This is an optimization exercise on Yosys and OpenROAD, whose aim is a short achievable clock period, not a production implementation. Only simulation tests tie the RTL to the original design; equivalence was not proved. No driver is modelled on the clock port, so clock power and skew are understated where the tree is cut down; a real chip needs a root buffer or a tree. Power figures rest on the tool's default switching activity, not on a simulated workload.

v6:
Design rv_decode_top, start of the top module:
module rv_decode_top
(
	input  logic        clk,
	input  logic        rst,
	input  logic        in_valid,
	input  logic [31:0] in_pc,
	input  logic [31:0] in_inst,
	input  logic        wb_en,
	input  logic [4:0]  wb_rd,
	input  logic [31:0] wb_data,
	output logic        out_valid,
	output logic [31:0] out_pc,
	output logic [10:0] out_cls,
	output logic        out_illegal,
	output logic [4:0]  out_rd,
	output logic [9:0]  out_mod,
	output logic [31:0] out_op_a,
	output logic [31:0] out_op_b,
	output logic [31:0] out_store_data
);
	logic        rst_w;
	logic [31:1] w_oh1;
	logic [31:0] w_data1;
	logic [31:0] w_data2;
	always_ff @(posedge clk) begin
		rst_w   <= rst;
		w_data1 <= wb_data;
		w_data2 <= w_data1;
		for (int i = 1; i < 32; i++) begin
			w_oh1[i] <= wb_en && !rst && (wb_rd == i[4:0]);
		end
	end
	logic [31:0] regs [1:31];
	always_ff @(posedge clk) begin
		for (int i = 1; i < 32; i++) begin
			if (rst_w) begin
				regs[i] <= '0;
			end else if (w_oh1[i]) begin
				regs[i] <= w_data1;
			end
		end
	end
	logic [4:0]  rs1_in;
	logic [4:0]  rs2_in;
	logic [6:0]  opcode;
	logic [2:0]  funct3;
	logic [6:0]  funct7;
	rv_decode_pkg::inst_class_t cls;
	logic [9:0]  mod;
	logic [31:0] imm;
	logic        use_imm;
	logic        use_pc;
	logic        use_r1;
	assign rs1_in = in_inst[19:15];
	assign rs2_in = in_inst[24:20];
	assign opcode = in_inst[6:0];
	assign funct3 = in_inst[14:12];
	assign funct7 = in_inst[31:25];
	always_comb begin
		cls = '0;
		case (opcode)
  ...
For scale: ~1700 flip-flops, roughly 260 I/O pins, ~0.064 sq mm of cells after synthesis.
Settings: LEC_CHECK=0, ABC_CLOCK_PERIOD_IN_PS=1500, CAP_MARGIN=20, CORE_MARGIN=2, CORE_UTILIZATION=38, PLACE_DENSITY=0.55, SETUP_SLACK_MARGIN=2.0, SLEW_MARGIN=20; clock period 3.8 ns.
standard.sh (not shown) runs the stock make flow with config.mk's settings and CLKGATE_MAP_FILE= SYNTH_SCRIPT=/design/flow/synth_recipe.tcl, a recipe that flattens the netlist after the stock synthesis.
==> flow/flow/run.sh <==
#!/bin/bash
# Standard ORFS layout, except that:
#  - the clock tree is built by flow/tree.tcl (a balanced two-level tree of
#    clock buffers, hooked in before the CTS step) instead of TritonCTS;
#  - flow/io.tcl groups the forwarding datapath pins on one edge.
# All of make's output goes to flow_make.log here.
set -euo pipefail
export PRE_CTS_TCL="$PWD/flow/tree.tcl"
export IO_CONSTRAINTS="$PWD/flow/io.tcl"
export CTREE_CLOCK_PORT=clk
export CTREE_LEAF_MAX=26
export CTREE_ROOTS=4
bash standard.sh finish > flow_make.log 2>&1
Other scripts of this flow, unchanged in this note and not shown: flow/flow/io.tcl, flow/flow/tree.tcl
Relative to v6, the following input files were edited for v7:
diff --git a/flow/design.v b/flow/design.v
--- a/flow/design.v
+++ b/flow/design.v
@@ -142,22 +142,24 @@
 	logic        v1;
 	logic [31:0] pc1;
 	rv_decode_pkg::inst_class_t cls1;
 	logic        ill1;
 	logic [4:0]  rd1;
 	logic [9:0]  mod1;
 	logic [31:0] imm1;
 	logic [4:0]  rs1_1;
 	logic [4:0]  rs2_1;
 	logic [31:1] rs1_oh1;
 	logic [31:1] rs2_oh1;
+	logic [31:1] rs1_ohn1;
+	logic [31:1] rs2_ohn1;
 	logic        use_imm1;
 	logic        use_pc1;
 	logic        use_r1_1;
 	always_ff @(posedge clk) begin
 		if (rst) begin
 			v1 <= 1'b0;
 		end else begin
 			v1 <= in_valid;
 		end
 	end
 	always_ff @(posedge clk) begin
@@ -165,42 +167,48 @@
 		cls1     <= cls;
 		ill1     <= ~|cls;
 		rd1      <= in_inst[11:7];
 		mod1     <= mod;
 		imm1     <= imm;
 		rs1_1    <= rs1_in;
 		rs2_1    <= rs2_in;
 		use_imm1 <= use_imm;
 		use_pc1  <= use_pc;
 		use_r1_1 <= use_r1;
 		for (int i = 1; i < 32; i++) begin
-			rs1_oh1[i] <= (rs1_in == i[4:0]);
-			rs2_oh1[i] <= (rs2_in == i[4:0]);
+			rs1_oh1[i]  <= (rs1_in == i[4:0]);
+			rs2_oh1[i]  <= (rs2_in == i[4:0]);
+			rs1_ohn1[i] <= (rs1_in != i[4:0]);
+			rs2_ohn1[i] <= (rs2_in != i[4:0]);
 		end
 	end
 	logic [31:0] rf1_lo;
 	logic [31:0] rf1_hi;
 	logic [31:0] rf2_lo;
 	logic [31:0] rf2_hi;
 	always_comb begin
 		rf1_lo = '0;
 		rf2_lo = '0;
 		rf1_hi = '0;
 		rf2_hi = '0;
 		for (int i = 1; i < 16; i++) begin
-			rf1_lo = rf1_lo | ({32{rs1_oh1[i]}} & regs[i]);
-			rf2_lo = rf2_lo | ({32{rs2_oh1[i]}} & regs[i]);
+			rf1_lo[15:0]  = rf1_lo[15:0]  | ({16{rs1_oh1[i]}}   & regs[i][15:0]);
+			rf1_lo[31:16] = rf1_lo[31:16] | ({16{~rs1_ohn1[i]}} & regs[i][31:16]);
+			rf2_lo[15:0]  = rf2_lo[15:0]  | ({16{rs2_oh1[i]}}   & regs[i][15:0]);
+			rf2_lo[31:16] = rf2_lo[31:16] | ({16{~rs2_ohn1[i]}} & regs[i][31:16]);
 		end
 		for (int i = 16; i < 32; i++) begin
-			rf1_hi = rf1_hi | ({32{rs1_oh1[i]}} & regs[i]);
-			rf2_hi = rf2_hi | ({32{rs2_oh1[i]}} & regs[i]);
+			rf1_hi[15:0]  = rf1_hi[15:0]  | ({16{rs1_oh1[i]}}   & regs[i][15:0]);
+			rf1_hi[31:16] = rf1_hi[31:16] | ({16{~rs1_ohn1[i]}} & regs[i][31:16]);
+			rf2_hi[15:0]  = rf2_hi[15:0]  | ({16{rs2_oh1[i]}}   & regs[i][15:0]);
+			rf2_hi[31:16] = rf2_hi[31:16] | ({16{~rs2_ohn1[i]}} & regs[i][31:16]);
 		end
 	end
 	logic hit1_c0;
 	logic hit2_c0;
 	logic hit1_c1;
 	logic hit2_c1;
 	assign hit1_c0 = |(w_oh1 & rs1_oh1);
 	assign hit2_c0 = |(w_oh1 & rs2_oh1);
 	assign hit1_c1 = wb_en && (wb_rd == rs1_1) && (rs1_1 != '0);
 	assign hit2_c1 = wb_en && (wb_rd == rs2_1) && (rs2_1 != '0);
 	logic        v2;
@@ -269,36 +277,32 @@
 	logic        hit1_c2;
 	logic        hit2_c2;
 	assign a_sel = ({32{a_pc2}} & pc2) | ({32{a_w2}} & w_data1)
 		| ({32{a_v2}} & w_data2)
 		| ({32{a_rf2}} & rf1_lo2) | ({32{a_rf2}} & rf1_hi2);
 	assign b_sel = ({32{b_imm2}} & imm2) | ({32{b_w2}} & w_data1)
 		| ({32{b_v2}} & w_data2)
 		| ({32{b_rf2}} & rf2_lo2) | ({32{b_rf2}} & rf2_hi2);
 	assign s_sel = ({32{s_w2}} & w_data1) | ({32{s_v2}} & w_data2)
 		| ({32{s_rf2}} & rf2_lo2) | ({32{s_rf2}} & rf2_hi2);
 	logic [31:0] wb_fwd;
-	logic [31:0] a_fwd;
-	logic [31:0] b_fwd;
 	assign hit1_c2 = wb_en && (wb_rd == rs1_2);
 	assign hit2_c2 = wb_en && (wb_rd == rs2_2);
 	assign wb_fwd  = wb_data & {32{wb_rd != '0}};
-	assign a_fwd   = fa2 ? wb_fwd : ({32{a_pc2}} & pc2);
-	assign b_fwd   = fb2 ? wb_fwd : imm2;
 	always_ff @(posedge clk) begin
 		if (rst) begin
 			out_valid <= 1'b0;
 		end else begin
 			out_valid <= v2;
 		end
 	end
 	always_ff @(posedge clk) begin
 		out_pc         <= pc2;
 		out_cls        <= cls2;
 		out_illegal    <= ill2;
 		out_rd         <= rd2;
 		out_mod        <= mod2;
-		out_op_a       <= hit1_c2 ? a_fwd : a_sel;
-		out_op_b       <= hit2_c2 ? b_fwd : b_sel;
+		out_op_a       <= (fa2 && hit1_c2) ? wb_fwd : a_sel;
+		out_op_b       <= (fb2 && hit2_c2) ? wb_fwd : b_sel;
 		out_store_data <= hit2_c2 ? wb_fwd : s_sel;
 	end
 endmodule
==> notes.md <==
Final cell area: v7 above v6
Internal power contribution delta (v7 − v6): unfavourable
Between v6 and v7, final critical delay including setup and external delays is lower for v7, v6 comes in above that.
When v7 is set beside v6, its part of the power in combinational logic turns out to be 0.5 points smaller.
STATUS routed wire length: v7 wins against v6
The count of instances resized after the clock tree is built of v7 is lower than that of v6.
Changes observed in v7 relative to v6: cell total after placement now sits higher, setup slack after placement has decreased, fraction of synthesized area in multiplexers down 0.81 points, effective utilization at floorplan shrank by 0.16 points.
v7 against v6; number of filler cells placed in the layout is up slightly.
Longest individual stage delay on the worst path in v7 is 0.67 ns lower than in v6
When v7 is set beside v6, its power turns out to be 13% larger.
In every run of this note, the design's own scripts or RTL, not TritonCTS, make the clock network.

==> separate check: timing with driven ports <==
How much do the figures lean on ideal ports? The routed layouts below were timed once more, with nothing changed but the port constraints.
Step 1: set_driving_cell puts a clkbuf_16 on clk and a buf_2 on each other input, an assumption about the parent block.
Step 2 adds t to the input delays and takes it off the output delays; t is the mean of the earliest and latest rising clock arrival at the registers after step 1. Input paths then give back, and output paths get back, about the clock's delay inside the block.
Three values: no drivers, after step 1, after step 2; two values: the first two.
run	t (ns)	setup slack, ns	worst setup path after step 2
v6	0.727	1.733 / 1.684 / 1.245	input to register
v7	0.825	1.903 / 1.726 / 1.287	input to register
After both steps setup and hold are still met in every run listed. For v7, which loses most, drivers alone change the setup slack by -0.177 ns; drivers and shift together by -0.616 ns.
